Source: an optimization exercise on an open RTL-to-GDS flow (aim: small area, a short achievable clock period and few clock cycles). Production flows keep margins and buffers that such runs may drop.
At most, simulation tests tie the RTL to the original design; equivalence was not proved.
Power figures rest on the tool's default switching activity, not on a simulated workload.

==> inputs of v38 <==
## fixed_block_free_list_allocator
module fixed_block_free_list_allocator (
  input  logic        clk,
  input  logic        rst,
  input  logic        cfg_write,
  input  logic [0:0]  cfg_index,
  input  logic [12:0] cfg_data,
  input  logic        in_valid,
  output logic        in_stall,
  input  logic [0:0]  op,
  input  logic [7:0]  block_index,
  output logic        out_valid,
  input  logic        out_stall,
  output logic [1:0]  status,
  output logic [7:0]  granted_index,
  output logic [19:0] byte_offset,
  output logic [8:0]  free_count
);
  localparam int NSKIP = 2;
  localparam int NLANE = 4;               
  localparam int LW    = $clog2(NLANE);
  logic [7:0]  last_idx;      
  logic [10:0] align_q;       
  logic [11:0] align_q3;      
  logic [7:0]  link_mem [256];
  logic [2047:0] link_flat;
  logic [7:0]  head;
  logic        head_end;
  logic [7:0]  tail;          
  logic        tail_ok;
  logic [8:0]  free_cnt;
  logic [7:0]  sweep;         
  logic        sweeping;
  logic [7:0]  skip    [NSKIP];  
  logic        skip_ok [NSKIP];
  logic        pend_valid;
  logic [7:0]  pend_addr;
  logic [7:0]  pend_data;
  logic        r_valid, r_op, r_ahead;
  logic [7:0]  r_idx;
  logic        s_valid, s_op;
  logic [7:0]  s_idx;
  logic        m_valid;
  logic [1:0]  m_status;
  logic [7:0]  m_index;
  logic [8:0]  m_count;
  logic        n_valid;
  logic [1:0]  n_status;
  logic [7:0]  n_index;
  logic [8:0]  n_count;
  logic [14:0] n_plo, n_phi;
  logic        rebuild, accept, adv, exec, idx_ok, blocked, do_alloc, do_free;
  logic        tail_hit, sweep_adv, fresh, hit, full, head_skip, sweep_last;
  logic [NLANE-1:0] skip_now;
  logic [NSKIP-1:0] free_slot;
  logic [1:0]  e_status;
  logic [7:0]  e_index;
  logic [8:0]  e_count;
  logic [8:0]  cnt_inc, cnt_dec;
  logic [7:0]  cfg_last;
  logic [8:0]  cfg_count;
  assign rebuild  = cfg_write && !cfg_index;
  assign accept   = in_valid && !in_stall;
  assign adv      = !out_valid || !out_stall;
  assign idx_ok   = (r_idx <= last_idx);
  always_comb begin
    hit       = 1'b0;
    full      = 1'b1;
    skip_now  = '0;
    head_skip = 1'b0;
    free_slot = '0;
    for (int k = 0; k < NSKIP; k++) begin
      hit       = hit || (skip_ok[k] && (r_idx == skip[k]));
      for (int l = 0; l < NLANE; l++) begin
  ...
make LEC_CHECK=0 ABC_CLOCK_PERIOD_IN_PS=2500 CAP_MARGIN=20 CORE_MARGIN=2 CORE_UTILIZATION=65 SETUP_SLACK_MARGIN=2.2 SLEW_MARGIN=20 SYNTH_HIERARCHICAL=1 finish   # period 5.0 ns
run.sh (not shown) runs the stock make flow with config.mk's settings and CLKGATE_MAP_FILE= SYNTH_SCRIPT=/design/flow/synth_recipe.tcl, a recipe that flattens the netlist after the stock synthesis.
==> inputs of v10, as changes to v38 <==
--- a/flow/design.v
+++ b/flow/design.v
@@ -14,16 +14,19 @@
   assign y = ~(a | b);
 endmodule
 module fbfl_nor3 (input logic a, b, c, output logic y);
   assign y = ~(a | b | c);
 endmodule
 module fbfl_aoi222 (input logic a0, s0, a1, s1, a2, s2, output logic y);
   assign y = ~((a0 & s0) | (a1 & s1) | (a2 & s2));
 endmodule
+module fbfl_add15 (input logic [14:0] a, b, output logic [14:0] s);
+  assign s = a + b;
+endmodule
 module fbfl_oa_o (input logic a, b, u, vn, output logic y);
   logic t;
   assign t = ~((a | b) & u);
   assign y = ~(t & vn);
 endmodule
 module fbfl_dec256 (
   input  logic [7:0]   adr,
   output logic [255:0] sel
@@ -136,19 +139,21 @@
   logic [NLANE-1:0] skip_now;
   logic [NSKIP-1:0] free_slot;
   logic [1:0]  e_status;
   logic [7:0]  e_index;
   logic [8:0]  e_count;
   logic [8:0]  cnt_inc, cnt_dec;
   logic [7:0]  cfg_last;
   logic [8:0]  cfg_count;
+  logic [8:0]  cnt_raw;       
+  logic        rb_pend;
   assign rebuild  = cfg_write && !cfg_index;
   assign accept   = in_valid && !in_stall;
-  assign adv      = !out_valid || !out_stall;
+  assign adv      = !q1_valid;
   assign idx_ok   = (r_idx <= last_idx);
   always_comb begin
     hit       = 1'b0;
     full      = 1'b1;
     skip_now  = '0;
     head_skip = 1'b0;
     free_slot = '0;
     for (int k = 0; k < NSKIP; k++) begin
@@ -156,17 +161,17 @@
       for (int l = 0; l < NLANE; l++) begin
         skip_now[l] = skip_now[l] || (skip_ok[k] && (skip[k] == (sweep | 8'(l))));
       end
       head_skip = head_skip || (skip_ok[k] && (head == skip[k]));
       free_slot[k] = full && !skip_ok[k];
       full      = full && skip_ok[k];
     end
   end
-  assign blocked   = r_ahead && full && !hit;
+  assign blocked   = r_ahead && full;
   assign exec      = r_valid && adv && !blocked;
   assign do_alloc  = exec && !r_op && !head_end;
   assign do_free   = exec && r_op && idx_ok;
   assign tail_hit  = tail_ok && (head == tail);
   assign sweep_adv  = sweeping && !pend_valid;
   assign sweep_last = (sweep[7:LW] == last_idx[7:LW]);
   assign fresh     = sweeping && (head >= sweep) && !head_skip;
   assign cnt_inc   = (!free_cnt[8] && (free_cnt[7:0] <= last_idx)) ? free_cnt + 9'd1 : free_cnt;
@@ -184,25 +189,25 @@
       end
     end else if (!idx_ok) begin
       e_status = fbfl_pkg::STATUS_RANGE;
     end else begin
       e_count = cnt_inc;
     end
   end
   always_comb begin
-    if (cfg_data[8]) begin
+    if (cnt_raw[8]) begin
       cfg_last  = 8'd255;
       cfg_count = 9'd256;
-    end else if (cfg_data[7:0] == 8'd0) begin
+    end else if (cnt_raw[7:0] == 8'd0) begin
       cfg_last  = 8'd0;
       cfg_count = 9'd1;
     end else begin
-      cfg_last  = cfg_data[7:0] - 8'd1;
-      cfg_count = {1'b0, cfg_data[7:0]};
+      cfg_last  = cnt_raw[7:0] - 8'd1;
+      cfg_count = {1'b0, cnt_raw[7:0]};
     end
   end
   logic [255:0] wr_sel, rd_sel;
   logic [7:0]   rd_a, rd_b;
   logic [7:LW]      wr_grp;
   logic [NLANE-1:0] lane_en;
   logic [7:0]       lane_data [NLANE];
   assign wr_grp = pend_valid ? pend_addr[7:LW] : sweep[7:LW];
@@ -260,41 +265,48 @@
     end
   end
   always_ff @(posedge clk) begin
     if (clear) begin
       if (rst) begin
         last_idx <= 8'd255;
         free_cnt <= 9'd256;
         tail     <= 8'd255;
+        sweeping <= 1'b1;
+        rb_pend  <= 1'b0;
       end else begin
-        last_idx <= cfg_last;
-        free_cnt <= cfg_count;
-        tail     <= cfg_last;
+        cnt_raw  <= cfg_data[8:0];
+        sweeping <= 1'b0;
+        rb_pend  <= 1'b1;
       end
       head_end <= 1'b0;
       tail_ok  <= 1'b1;
       sweep    <= 8'd0;
-      sweeping <= 1'b1;
       for (int k = 0; k < NSKIP; k++) begin
         skip_ok[k] <= 1'b0;
       end
+    end else if (rb_pend) begin
+      last_idx <= cfg_last;
+      free_cnt <= cfg_count;
+      tail     <= cfg_last;
+      sweeping <= 1'b1;
+      rb_pend  <= 1'b0;
     end else begin
       if (sweep_adv) begin
         sweep <= sweep + 8'(NLANE);
         if (sweep_last) begin
           sweeping <= 1'b0;
         end
         for (int k = 0; k < NSKIP; k++) begin
           if (skip[k][7:LW] == sweep[7:LW]) begin
             skip_ok[k] <= 1'b0;
           end
         end
       end
-      if (do_free && r_ahead && !hit) begin
+      if (do_free && r_ahead) begin
         for (int k = 0; k < NSKIP; k++) begin
           if (free_slot[k]) begin
             skip[k]    <= r_idx;
             skip_ok[k] <= 1'b1;
           end
         end
       end
       if (do_alloc) begin
@@ -327,28 +339,26 @@
                                             input logic [11:0] q3);
     case (d)
       2'd0:    digit_mul = 12'd0;
       2'd1:    digit_mul = 12'(q);
       2'd2:    digit_mul = {q, 1'b0};
       default: digit_mul = q3;
     endcase
   endfunction
-  logic       n_op, n_sweeping;
-  logic [7:0] n_idx, n_sweep;
+  logic       n_op;
+  logic [7:0] n_idx;
   always_comb begin
     if (exec || !r_valid) begin
       n_op  = s_valid ? s_op  : op;
       n_idx = s_valid ? s_idx : block_index;
     end else begin
       n_op  = r_op;
       n_idx = r_idx;
     end
-    n_sweeping = sweeping && !(sweep_adv && sweep_last);
-    n_sweep    = sweep_adv ? sweep + 8'(NLANE) : sweep;
   end
   always_ff @(posedge clk) begin
     if (rst) begin
       r_valid  <= 1'b0;
       s_valid  <= 1'b0;
       in_stall <= 1'b0;
     end else begin
       if (exec || !r_valid) begin
@@ -359,44 +369,85 @@
         s_valid  <= 1'b1;
         in_stall <= 1'b1;
       end
     end
   end
   always_ff @(posedge clk) begin
     r_op    <= n_op;
     r_idx   <= n_idx;
-    r_ahead <= n_op && n_sweeping && (n_idx >= n_sweep);
+    r_ahead <= n_op && (sweeping || rb_pend) && (n_idx >= sweep);
     if (accept) begin
       s_op  <= op;
       s_idx <= block_index;
     end
   end
+  logic [14:0] m_plo, m_phi, n_sum;
+  logic        q1_valid;
+  logic [1:0]  q1_status;
+  logic [7:0]  q1_index;
+  logic [16:0] q1_offset;
+  logic [8:0]  q1_count;
+  logic        pop_out, load_out;
+  logic [16:0] n_offset;
+  fbfl_add15 u_plo (.a(15'(digit_mul(m_index[1:0], align_q, align_q3))),
+                    .b({1'b0, digit_mul(m_index[3:2], align_q, align_q3), 2'b00}), .s(m_plo));
+  fbfl_add15 u_phi (.a(15'(digit_mul(m_index[5:4], align_q, align_q3))),
+                    .b({1'b0, digit_mul(m_index[7:6], align_q, align_q3), 2'b00}), .s(m_phi));
+  fbfl_add15 u_off (.a({4'd0, n_plo[14:4]}), .b(n_phi), .s(n_sum));
+  assign pop_out  = out_valid && !out_stall;
+  assign load_out = pop_out || !out_valid;
+  assign n_offset = {n_sum[12:0], n_plo[3:0]};
   always_ff @(posedge clk) begin
     if (rst) begin
       m_valid   <= 1'b0;
       n_valid   <= 1'b0;
       out_valid <= 1'b0;
-    end else if (adv) begin
-      m_valid   <= exec;
-      n_valid   <= m_valid;
-      out_valid <= n_valid;
+      q1_valid  <= 1'b0;
+    end else begin
+      if (adv) begin
+        m_valid <= exec;
+        n_valid <= m_valid;
+      end
+      if (q1_valid) begin
+        if (pop_out) begin
+          q1_valid <= 1'b0;
+        end
+      end else if (!load_out) begin
+        q1_valid <= n_valid;
+      end
+      if (load_out) begin
+        out_valid <= q1_valid || n_valid;
+      end
     end
   end
   always_ff @(posedge clk) begin
     if (adv) begin
-      m_status      <= e_status;
-      m_index       <= e_index;
-      m_count       <= e_count;
-      n_status      <= m_status;
-      n_index       <= m_index;
-      n_count       <= m_count;
-      n_plo         <= 15'(digit_mul(m_index[1:0], align_q, align_q3)) +
-                       {1'b0, digit_mul(m_index[3:2], align_q, align_q3), 2'b00};
-      n_phi         <= 15'(digit_mul(m_index[5:4], align_q, align_q3)) +
-                       {1'b0, digit_mul(m_index[7:6], align_q, align_q3), 2'b00};
-      status        <= n_status;
-      granted_index <= n_index;
-      byte_offset   <= {17'(n_plo) + {n_phi[12:0], 4'd0}, 3'b000};
-      free_count    <= n_count;
+      m_status <= e_status;
+      m_index  <= e_index;
+      m_count  <= e_count;
+      n_status <= m_status;
+      n_index  <= m_index;
+      n_count  <= m_count;
+      n_plo    <= m_plo;
+      n_phi    <= m_phi;
+    end
+    if (!q1_valid) begin
+      q1_status <= n_status;
+      q1_index  <= n_index;
+      q1_offset <= n_offset;
+      q1_count  <= n_count;
+    end
+    if (load_out) begin
+      if (q1_valid) begin
+        status        <= q1_status;
+        granted_index <= q1_index;
+        byte_offset   <= {q1_offset, 3'b000};
+        free_count    <= q1_count;
+      end else begin
+        status        <= n_status;
+        granted_index <= n_index;
+        byte_offset   <= {n_offset, 3'b000};
+        free_count    <= n_count;
+      end
     end
   end
 endmodule
- ABC_CLOCK_PERIOD_IN_PS: 2500 -> not set
- CORE_UTILIZATION: 65 -> 50
- CTS_CLUSTER_DIAMETER: not set -> 60
- CTS_CLUSTER_SIZE: not set -> 30
- SETUP_SLACK_MARGIN: 2.2 -> 2.4
- TNS_END_PERCENT: not set -> 0
==> key figures <==
Status
  • Status: timing/DRC/antenna clean

Cells and area
  • Layout cells sized above 1: 20.8%
  • Seq area share: 66.7%
  • Fillcell total: 7387

Route
  • WL met3: 37.8 mm

Power
  • Clock group: 16200 uW

Critical path
  • Worst path max stage delay: 600 ps

Hold path
  • Hold Crit Start: m_count[1]$_DFFE_PN_
  • Worst Hold End: n_count[1]$_DFFE_PN_

Synthesis
  • Ranking of synthesized cells by area: edfxtp_1 77%, a222oi_1 8.0%, nor2_1 2.8%
  • Synth area leader: edfxtp_1

GRT
  • M3 GR Usage: 10.2%
[end of results for v38]
==> key figures <==
Power
  • Clock group: 13600 uW
  • Max rail drop VDD: 0.294 mV
  • Int Pwr: 28600 uW

Cells and area
  • Layout cells sized above 1: 15.6%
  • Seq area share: 68.5%
  • Fillcell total: 13200

Status
  • Status: timing/DRC/antenna clean

Critical path
  • Worst path max stage delay: 430 ps
  • CP startpoint kind: register

GRT
  • M3 GR Usage: 6.59%

Hold path
  • Hold Crit Start: m_status[1]$_SDFFCE_PN0N_
[end of results for v10]
Testbench counts of v10, summed over its fixed seeds: cycles 17,621.
The RTL of v38 was laid out without a check of its function.

==> inputs of run K <==
==> flow/design.v <==
package fbfl_pkg;
  localparam int COUNT_W  = 9;
  localparam int BYTES_W  = 13;
  localparam int INDEX_W  = 8;
  localparam int OFFSET_W = 20;
  localparam logic [1:0] STATUS_OK    = 2'd0;
  localparam logic [1:0] STATUS_EMPTY = 2'd1;
  localparam logic [1:0] STATUS_RANGE = 2'd2;
endpackage
module fixed_block_free_list_allocator (
  input  logic        clk,
  input  logic        rst,
  input  logic        cfg_write,
  input  logic        cfg_index,
  input  logic [12:0] cfg_data,
  input  logic        in_valid,
  output logic        in_stall,
  input  logic        op,
  input  logic [7:0]  block_index,
  output logic        out_valid,
  input  logic        out_stall,
  output logic [1:0]  status,
  output logic [7:0]  granted_index,
  output logic [19:0] byte_offset,
  output logic [8:0]  free_count
);
  logic [7:0]  last_idx;      
  logic [9:0]  size_hi;       
  logic        size_rnd;      
  logic [7:0]  link_mem [256];
  logic [7:0]  head;
  logic        head_end;
  logic [7:0]  tail;          
  logic        tail_ok;
  logic [8:0]  free_cnt;
  logic [7:0]  sweep;         
  logic        sweeping;
  localparam int NSKIP = 4;
  logic [7:0]  skip    [NSKIP];  
  logic        skip_ok [NSKIP];
  logic        r_valid, r_op;
  logic [7:0]  r_idx;
  logic        s_valid, s_op;
  logic [7:0]  s_idx;
  logic        q1_valid;
  logic [1:0]  q1_status;
  logic [7:0]  q1_index;
  logic [19:0] q1_offset;
  logic [8:0]  q1_count;
  logic        accept, exec, idx_ok, blocked, do_alloc, do_free, pop, push;
  logic        fresh, ahead, hit, full, skip_now, head_skip;
  logic [NSKIP-1:0] free_slot;
  logic [7:0]  link_rd, head_inc;
  logic [16:0] prod;
  logic [1:0]  e_status;
  logic [7:0]  e_index;
  logic [19:0] e_offset;
  logic [8:0]  e_count;
  logic [8:0]  cnt_inc, cnt_dec;
  logic [7:0]  cfg_last;
  logic [8:0]  cfg_count;
  assign accept   = in_valid && !in_stall;
  assign idx_ok   = (r_idx <= last_idx);
  assign ahead    = sweeping && (r_idx >= sweep);
  always_comb begin
    hit       = 1'b0;
    full      = 1'b1;
    skip_now  = 1'b0;
    head_skip = 1'b0;
    free_slot = '0;
    for (int k = 0; k < NSKIP; k++) begin
      hit       = hit || (skip_ok[k] && (r_idx == skip[k]));
      skip_now  = skip_now || (skip_ok[k] && (sweep == skip[k]));
      head_skip = head_skip || (skip_ok[k] && (head == skip[k]));
      free_slot[k] = full && !skip_ok[k];
      full      = full && skip_ok[k];
    end
  end
  assign blocked  = r_op && ahead && full && !hit;
  assign exec     = r_valid && !q1_valid && !blocked;
  assign do_alloc = exec && !r_op && !head_end;
  assign do_free  = exec && r_op && idx_ok;
  assign pop      = out_valid && !out_stall;
  assign push     = exec;
  assign head_inc = head + 8'd1;
  assign fresh    = sweeping && (head >= sweep) && !head_skip;
  assign link_rd  = fresh ? head_inc : link_mem[head];
  assign cnt_inc  = (!free_cnt[8] && (free_cnt[7:0] <= last_idx)) ? free_cnt + 9'd1 : free_cnt;
  assign cnt_dec  = (free_cnt != 9'd0) ? free_cnt - 9'd1 : free_cnt;
  assign prod     = 17'(head) * 17'(size_hi) + (size_rnd ? 17'(head) : 17'd0);
  always_comb begin
    e_status = fbfl_pkg::STATUS_OK;
    e_index  = 8'd0;
    e_offset = 20'd0;
    e_count  = free_cnt;
    if (!r_op) begin
      if (head_end) begin
        e_status = fbfl_pkg::STATUS_EMPTY;
      end else begin
        e_index  = head;
        e_offset = {prod, 3'b000};
        e_count  = cnt_dec;
      end
    end else if (!idx_ok) begin
      e_status = fbfl_pkg::STATUS_RANGE;
    end else begin
      e_count = cnt_inc;
    end
  end
  always_comb begin
    if (cfg_data[8]) begin
      cfg_last  = 8'd255;
      cfg_count = 9'd256;
    end else if (cfg_data[7:0] == 8'd0) begin
      cfg_last  = 8'd0;
      cfg_count = 9'd1;
    end else begin
      cfg_last  = cfg_data[7:0] - 8'd1;
      cfg_count = {1'b0, cfg_data[7:0]};
    end
  end
  always_ff @(posedge clk) begin
    if (do_free) begin
      link_mem[r_idx] <= head;
    end else if (sweeping && !skip_now) begin
      link_mem[sweep] <= sweep + 8'd1;
    end
  end
  always_ff @(posedge clk) begin
    if (rst || (cfg_write && !cfg_index)) begin
      if (rst) begin
        last_idx <= 8'd255;
        free_cnt <= 9'd256;
        tail     <= 8'd255;
      end else begin
        last_idx <= cfg_last;
        free_cnt <= cfg_count;
        tail     <= cfg_last;
      end
      head     <= 8'd0;
      head_end <= 1'b0;
      tail_ok  <= 1'b1;
      sweep    <= 8'd0;
      sweeping <= 1'b1;
      for (int k = 0; k < NSKIP; k++) begin
        skip_ok[k] <= 1'b0;
      end
    end else begin
      if (sweeping && !do_free) begin
        sweep <= sweep + 8'd1;
        if (sweep == last_idx) begin
          sweeping <= 1'b0;
        end
        for (int k = 0; k < NSKIP; k++) begin
          if (sweep == skip[k]) begin
            skip_ok[k] <= 1'b0;
          end
        end
      end
      if (do_free && ahead && !hit) begin
        for (int k = 0; k < NSKIP; k++) begin
          if (free_slot[k]) begin
            skip[k]    <= r_idx;
            skip_ok[k] <= 1'b1;
          end
        end
      end
      if (do_alloc) begin
        free_cnt <= cnt_dec;
        if (tail_ok && (head == tail)) begin
          head_end <= 1'b1;
        end else begin
          head <= link_rd;
        end
      end
      if (do_free) begin
        free_cnt <= cnt_inc;
        head     <= r_idx;
        head_end <= 1'b0;
        if (head_end) begin
          tail    <= r_idx;
          tail_ok <= 1'b1;
        end else if (r_idx == tail) begin
          tail_ok <= 1'b0;
        end
      end
    end
  end
  always_ff @(posedge clk) begin
    if (rst) begin
      size_hi  <= 10'd1;
      size_rnd <= 1'b0;
    end else if (cfg_write && cfg_index) begin
      size_hi  <= cfg_data[12:3];
      size_rnd <= (cfg_data[2:0] != 3'd0);
    end
  end
  always_ff @(posedge clk) begin
    if (rst) begin
      r_valid  <= 1'b0;
      s_valid  <= 1'b0;
      in_stall <= 1'b0;
    end else begin
      if (exec || !r_valid) begin
        r_valid <= s_valid || accept;
        s_valid <= 1'b0;
        in_stall <= 1'b0;
      end else if (accept) begin
        s_valid  <= 1'b1;
        in_stall <= 1'b1;
      end
    end
  end
  always_ff @(posedge clk) begin
    if (exec || !r_valid) begin
      if (s_valid) begin
        r_op  <= s_op;
        r_idx <= s_idx;
      end else begin
        r_op  <= op;
        r_idx <= block_index;
      end
    end
    if (accept) begin
      s_op  <= op;
      s_idx <= block_index;
    end
  end
  always_ff @(posedge clk) begin
    if (rst) begin
      out_valid <= 1'b0;
      q1_valid  <= 1'b0;
    end else begin
      if (pop || !out_valid) begin
        out_valid <= q1_valid || push;
        q1_valid  <= 1'b0;
      end else if (push) begin
        q1_valid <= 1'b1;
      end
    end
  end
  always_ff @(posedge clk) begin
    if (pop || !out_valid) begin
      if (q1_valid) begin
        status        <= q1_status;
        granted_index <= q1_index;
        byte_offset   <= q1_offset;
        free_count    <= q1_count;
      end else begin
        status        <= e_status;
        granted_index <= e_index;
        byte_offset   <= e_offset;
        free_count    <= e_count;
      end
    end
    if (push) begin
      q1_status <= e_status;
      q1_index  <= e_index;
      q1_offset <= e_offset;
      q1_count  <= e_count;
    end
  end
endmodule
==> flow/run.sh <==
#!/bin/bash
# synth_recipe.tcl (not shown) runs the flow's synth.tcl, then flattens the netlist and writes it again
# the make line also repeats each setting of config.mk as NAME=value (left out here)
make -C /OpenROAD-flow-scripts/flow DESIGN_CONFIG=/design/flow/config.mk WORK_HOME=/design/flow/orfs CLKGATE_MAP_FILE= SYNTH_SCRIPT=/design/flow/synth_recipe.tcl finish
==> flow/config.mk <==
export PLATFORM = sky130hd
export DESIGN_NAME = fixed_block_free_list_allocator
export DESIGN_NICKNAME = fixed_block_free_list_allocator
export VERILOG_FILES = /design/flow/design.v
export SDC_FILE = /design/flow/constraint.sdc
export NUM_CORES = 4
export LEC_CHECK = 0
export CAP_MARGIN = 20
export CORE_MARGIN = 2
export CORE_UTILIZATION = 40
export SLEW_MARGIN = 20
==> flow/constraint.sdc <==
create_clock -name core_clock -period 5.0 [get_ports {clk}]
set_input_delay 1.0000 -clock core_clock [delete_from_list [all_inputs] [get_ports {clk}]]
set_output_delay 1.0000 -clock core_clock [all_outputs]
set_load 0.01 [all_outputs]
==> run M: changes against run K <==
==> flow/design.v, changed modules only <==
module fixed_block_free_list_allocator (
  input  logic        clk,
  input  logic        rst,
  input  logic        cfg_write,
  input  logic [0:0]  cfg_index,
  input  logic [12:0] cfg_data,
  input  logic        in_valid,
  output logic        in_stall,
  input  logic [0:0]  op,
  input  logic [7:0]  block_index,
  output logic        out_valid,
  input  logic        out_stall,
  output logic [1:0]  status,
  output logic [7:0]  granted_index,
  output logic [19:0] byte_offset,
  output logic [8:0]  free_count
);
  localparam int NSKIP = 4;
  logic [7:0]  last_idx;      
  logic [10:0] align_q;       
  logic [7:0]  link_mem [256];
  logic [7:0]  head;
  logic        head_end;
  logic [7:0]  tail;          
  logic        tail_ok;
  logic [8:0]  free_cnt;
  logic [7:0]  sweep;         
  logic        sweeping;
  logic [7:0]  skip    [NSKIP];  
  logic        skip_ok [NSKIP];
  logic        pend_valid;
  logic [7:0]  pend_addr;
  logic [7:0]  pend_data;
  logic        r_valid, r_op, r_ahead;
  logic [7:0]  r_idx;
  logic        s_valid, s_op;
  logic [7:0]  s_idx;
  logic        m_valid;
  logic [1:0]  m_status;
  logic [7:0]  m_index;
  logic [8:0]  m_count;
  logic [14:0] m_plo, m_phi;
  logic        q1_valid;
  logic [1:0]  q1_status;
  logic [7:0]  q1_index;
  logic [19:0] q1_offset;
  logic [8:0]  q1_count;
  logic        accept, exec, room, pop, idx_ok, blocked, do_alloc, do_free, rebuild;
  logic        sweep_adv, fresh, hit, full, skip_now, head_skip;
  logic [NSKIP-1:0] free_slot;
  logic [7:0]  link_rd;
  logic [1:0]  e_status;
  logic [7:0]  e_index;
  logic [8:0]  e_count;
  logic [14:0] e_plo, e_phi;
  logic [8:0]  cnt_inc, cnt_dec;
  logic [7:0]  cfg_last;
  logic [8:0]  cfg_count;
  logic [19:0] m_offset;
  logic [1:0]  in_flight;
  assign rebuild   = cfg_write && !cfg_index;
  assign accept    = in_valid && !in_stall;
  assign pop       = out_valid && !out_stall;
  assign in_flight = 2'(m_valid) + 2'(out_valid) + 2'(q1_valid);
  assign room      = (in_flight < 2'd2) || ((in_flight == 2'd2) && pop);
  assign idx_ok    = (r_idx <= last_idx);
  always_comb begin
    hit       = 1'b0;
    full      = 1'b1;
    skip_now  = 1'b0;
    head_skip = 1'b0;
    free_slot = '0;
    for (int k = 0; k < NSKIP; k++) begin
      hit       = hit || (skip_ok[k] && (r_idx == skip[k]));
      skip_now  = skip_now || (skip_ok[k] && (sweep == skip[k]));
      head_skip = head_skip || (skip_ok[k] && (head == skip[k]));
      free_slot[k] = full && !skip_ok[k];
      full      = full && skip_ok[k];
    end
  end
  assign blocked   = r_ahead && full && !hit;
  assign exec      = r_valid && room && !blocked;
  assign do_alloc  = exec && !r_op && !head_end;
  assign do_free   = exec && r_op && idx_ok;
  assign sweep_adv = sweeping && !pend_valid;
  assign fresh     = sweeping && (head >= sweep) && !head_skip;
  assign link_rd   = pend_valid ? pend_data :
                     fresh      ? head + 8'd1 : link_mem[head];
  assign cnt_inc   = (!free_cnt[8] && (free_cnt[7:0] <= last_idx)) ? free_cnt + 9'd1 : free_cnt;
  assign cnt_dec   = (free_cnt != 9'd0) ? free_cnt - 9'd1 : free_cnt;
  always_comb begin
    e_status = fbfl_pkg::STATUS_OK;
    e_index  = 8'd0;
    e_count  = free_cnt;
    e_plo    = 15'd0;
    e_phi    = 15'd0;
    if (!r_op) begin
      if (head_end) begin
        e_status = fbfl_pkg::STATUS_EMPTY;
      end else begin
        e_index  = head;
        e_count  = cnt_dec;
        e_plo    = 15'(head[3:0]) * 15'(align_q);
        e_phi    = 15'(head[7:4]) * 15'(align_q);
      end
    end else if (!idx_ok) begin
      e_status = fbfl_pkg::STATUS_RANGE;
    end else begin
      e_count = cnt_inc;
    end
  end
  always_comb begin
    if (cfg_data[8]) begin
      cfg_last  = 8'd255;
      cfg_count = 9'd256;
    end else if (cfg_data[7:0] == 8'd0) begin
      cfg_last  = 8'd0;
      cfg_count = 9'd1;
    end else begin
      cfg_last  = cfg_data[7:0] - 8'd1;
      cfg_count = {1'b0, cfg_data[7:0]};
    end
  end
  always_ff @(posedge clk) begin
    if (pend_valid) begin
      link_mem[pend_addr] <= pend_data;
    end else if (sweeping && !skip_now) begin
      link_mem[sweep] <= sweep + 8'd1;
    end
  end
  always_ff @(posedge clk) begin
    pend_addr <= r_idx;
    pend_data <= head;
    if (rst) begin
      pend_valid <= 1'b0;
    end else begin
      pend_valid <= do_free;
    end
  end
  always_ff @(posedge clk) begin
    if (rst || rebuild) begin
      if (rst) begin
        last_idx <= 8'd255;
        free_cnt <= 9'd256;
        tail     <= 8'd255;
      end else begin
        last_idx <= cfg_last;
        free_cnt <= cfg_count;
        tail     <= cfg_last;
      end
      head     <= 8'd0;
      head_end <= 1'b0;
      tail_ok  <= 1'b1;
      sweep    <= 8'd0;
      sweeping <= 1'b1;
      for (int k = 0; k < NSKIP; k++) begin
        skip_ok[k] <= 1'b0;
      end
    end else begin
      if (sweep_adv) begin
        sweep <= sweep + 8'd1;
        if (sweep == last_idx) begin
          sweeping <= 1'b0;
        end
        for (int k = 0; k < NSKIP; k++) begin
          if (sweep == skip[k]) begin
            skip_ok[k] <= 1'b0;
          end
        end
      end
      if (do_free && r_ahead && !hit) begin
        for (int k = 0; k < NSKIP; k++) begin
          if (free_slot[k]) begin
            skip[k]    <= r_idx;
            skip_ok[k] <= 1'b1;
          end
        end
      end
      if (do_alloc) begin
        free_cnt <= cnt_dec;
        if (tail_ok && (head == tail)) begin
          head_end <= 1'b1;
        end else begin
          head <= link_rd;
        end
      end
      if (do_free) begin
        free_cnt <= cnt_inc;
        head     <= r_idx;
        head_end <= 1'b0;
        if (head_end) begin
          tail    <= r_idx;
          tail_ok <= 1'b1;
        end else if (r_idx == tail) begin
          tail_ok <= 1'b0;
        end
      end
    end
  end
  always_ff @(posedge clk) begin
    if (rst) begin
      align_q <= 11'd1;
    end else if (cfg_write && cfg_index) begin
      align_q <= 11'(cfg_data[12:3]) + 11'(cfg_data[2:0] != 3'd0);
    end
  end
  logic       n_op, n_sweeping;
  logic [7:0] n_idx, n_sweep;
  always_comb begin
    if (exec || !r_valid) begin
      n_op  = s_valid ? s_op  : op;
      n_idx = s_valid ? s_idx : block_index;
    end else begin
      n_op  = r_op;
      n_idx = r_idx;
    end
    n_sweeping = sweeping && !(sweep_adv && (sweep == last_idx));
    n_sweep    = sweep_adv ? sweep + 8'd1 : sweep;
  end
  always_ff @(posedge clk) begin
    if (rst) begin
      r_valid  <= 1'b0;
      s_valid  <= 1'b0;
      in_stall <= 1'b0;
    end else begin
      if (exec || !r_valid) begin
        r_valid  <= s_valid || accept;
        s_valid  <= 1'b0;
        in_stall <= 1'b0;
      end else if (accept) begin
        s_valid  <= 1'b1;
        in_stall <= 1'b1;
      end
    end
  end
  always_ff @(posedge clk) begin
    r_op    <= n_op;
    r_idx   <= n_idx;
    r_ahead <= n_op && n_sweeping && (n_idx >= n_sweep);
    if (accept) begin
      s_op  <= op;
      s_idx <= block_index;
    end
  end
  always_ff @(posedge clk) begin
    if (rst) begin
      m_valid <= 1'b0;
    end else begin
      m_valid <= exec;
    end
    m_status <= e_status;
    m_index  <= e_index;
    m_count  <= e_count;
    m_plo    <= e_plo;
    m_phi    <= e_phi;
  end
  assign m_offset = {17'(m_plo) + {m_phi[12:0], 4'd0}, 3'b000};
  always_ff @(posedge clk) begin
    if (rst) begin
      out_valid <= 1'b0;
      q1_valid  <= 1'b0;
    end else begin
      if (pop || !out_valid) begin
        out_valid <= q1_valid || m_valid;
        q1_valid  <= q1_valid && m_valid;
      end else if (!q1_valid) begin
        q1_valid <= m_valid;
      end
    end
  end
  always_ff @(posedge clk) begin
    if (pop || !out_valid) begin
      if (q1_valid) begin
        status        <= q1_status;
        granted_index <= q1_index;
        byte_offset   <= q1_offset;
        free_count    <= q1_count;
      end else begin
        status        <= m_status;
        granted_index <= m_index;
        byte_offset   <= m_offset;
        free_count    <= m_count;
      end
    end
    if (pop || !out_valid || !q1_valid) begin
      q1_status <= m_status;
      q1_index  <= m_index;
      q1_offset <= m_offset;
      q1_count  <= m_count;
    end
  end
endmodule
Settings changed: ABC_CLOCK_PERIOD_IN_PS from default to 2500.
==> comparison table <==
metric	run M	run K
Register area	68100 um^2	66900 um^2
Synthesized-area fraction occupied by and/or/nand/nor cells	0.0519	0.0489
Final-stage net count	5895	5646
Antenna Diode Count	3	5
Non-clock inverter count	76	118
Via density per instance	5.80	5.83
Count of multi-input combinational gates	2582	2420
Area share of buffers outside the clock network	0.0436	0.0415
Synthesized area divided by synthesized cell count	18.0 um^2	18.5 um^2
Proportion of netlist area held by the largest area contributor	0.690	0.701
Status	timing/DRC/antenna clean	timing/DRC/antenna clean
Area of the die	242000 um^2	239000 um^2
Pre-CTS WS	0.664 ns	0.0599 ns
Sequential-to-total area share from yosys stat	0.715	0.711
Internal power	33.2 mW	31.3 mW
Initial antenna violation count	8	13
Global-route wire length before repair	389000 um	382000 um
Share of the synthesized netlist area taken by xor and xnor gates	0.0170	0.0150
Combinational gate power	4.88 mW	3.25 mW
Flop2flop setup slack	0.50 ns	0.25 ns
Power density of the placed cells	402 nW/um^2	377 nW/um^2
M3 GR Usage	0.0455	0.0505
Min-Delay Path Depth	0	1
Number of instances in the synthesized netlist	5279	5074
Fraction of synthesized area in multiplexers	0.136	0.141
Wire length on met3	26000 um	26000 um
Testbench counts of run M, summed over its fixed seeds: cycles 17,561.
For run K, only the layout was checked, not whether the RTL still works.

## separate check: timing with driven ports
How much do the figures lean on ideal ports? The routed layouts below were timed once more, with nothing changed but the port constraints.
Step 1: set_driving_cell puts a clkbuf_16 on clk and a buf_2 on each other input, an assumption about the parent block.
Step 2, shift: input delay + t, output delay - t, t = (earliest + latest rising clock arrival at the registers) / 2. This alone moves slack from input paths to output paths.
Three values: ideal ports, drivers, drivers and shift; two values: the first two.
run	t, ns	setup WS [ns]	hold WS [ns]	latest minus earliest clock arrival (ns)	worst data-port slew with drivers (ns)
v38	0.902	1.473 / 1.473 / 1.428	0.419 / 0.419 / 0.419	0.048 / 0.048	0.05
v10	0.907	1.783 / 1.783 / 1.678	0.409 / 0.409 / 0.409	0.050 / 0.050	0.11
run K	0.958	0.249 / 0.249 / 0.249	0.459 / 0.459 / 0.459	0.095 / 0.095	0.05
run M	0.951	0.498 / 0.498 / 0.498	0.434 / 0.434 / 0.434	0.089 / 0.089	0.05
After both steps setup and hold are still met in every run listed. The setup slack of v10, which loses most, moves by 0.000 ns with the drivers and by -0.105 ns with both steps.
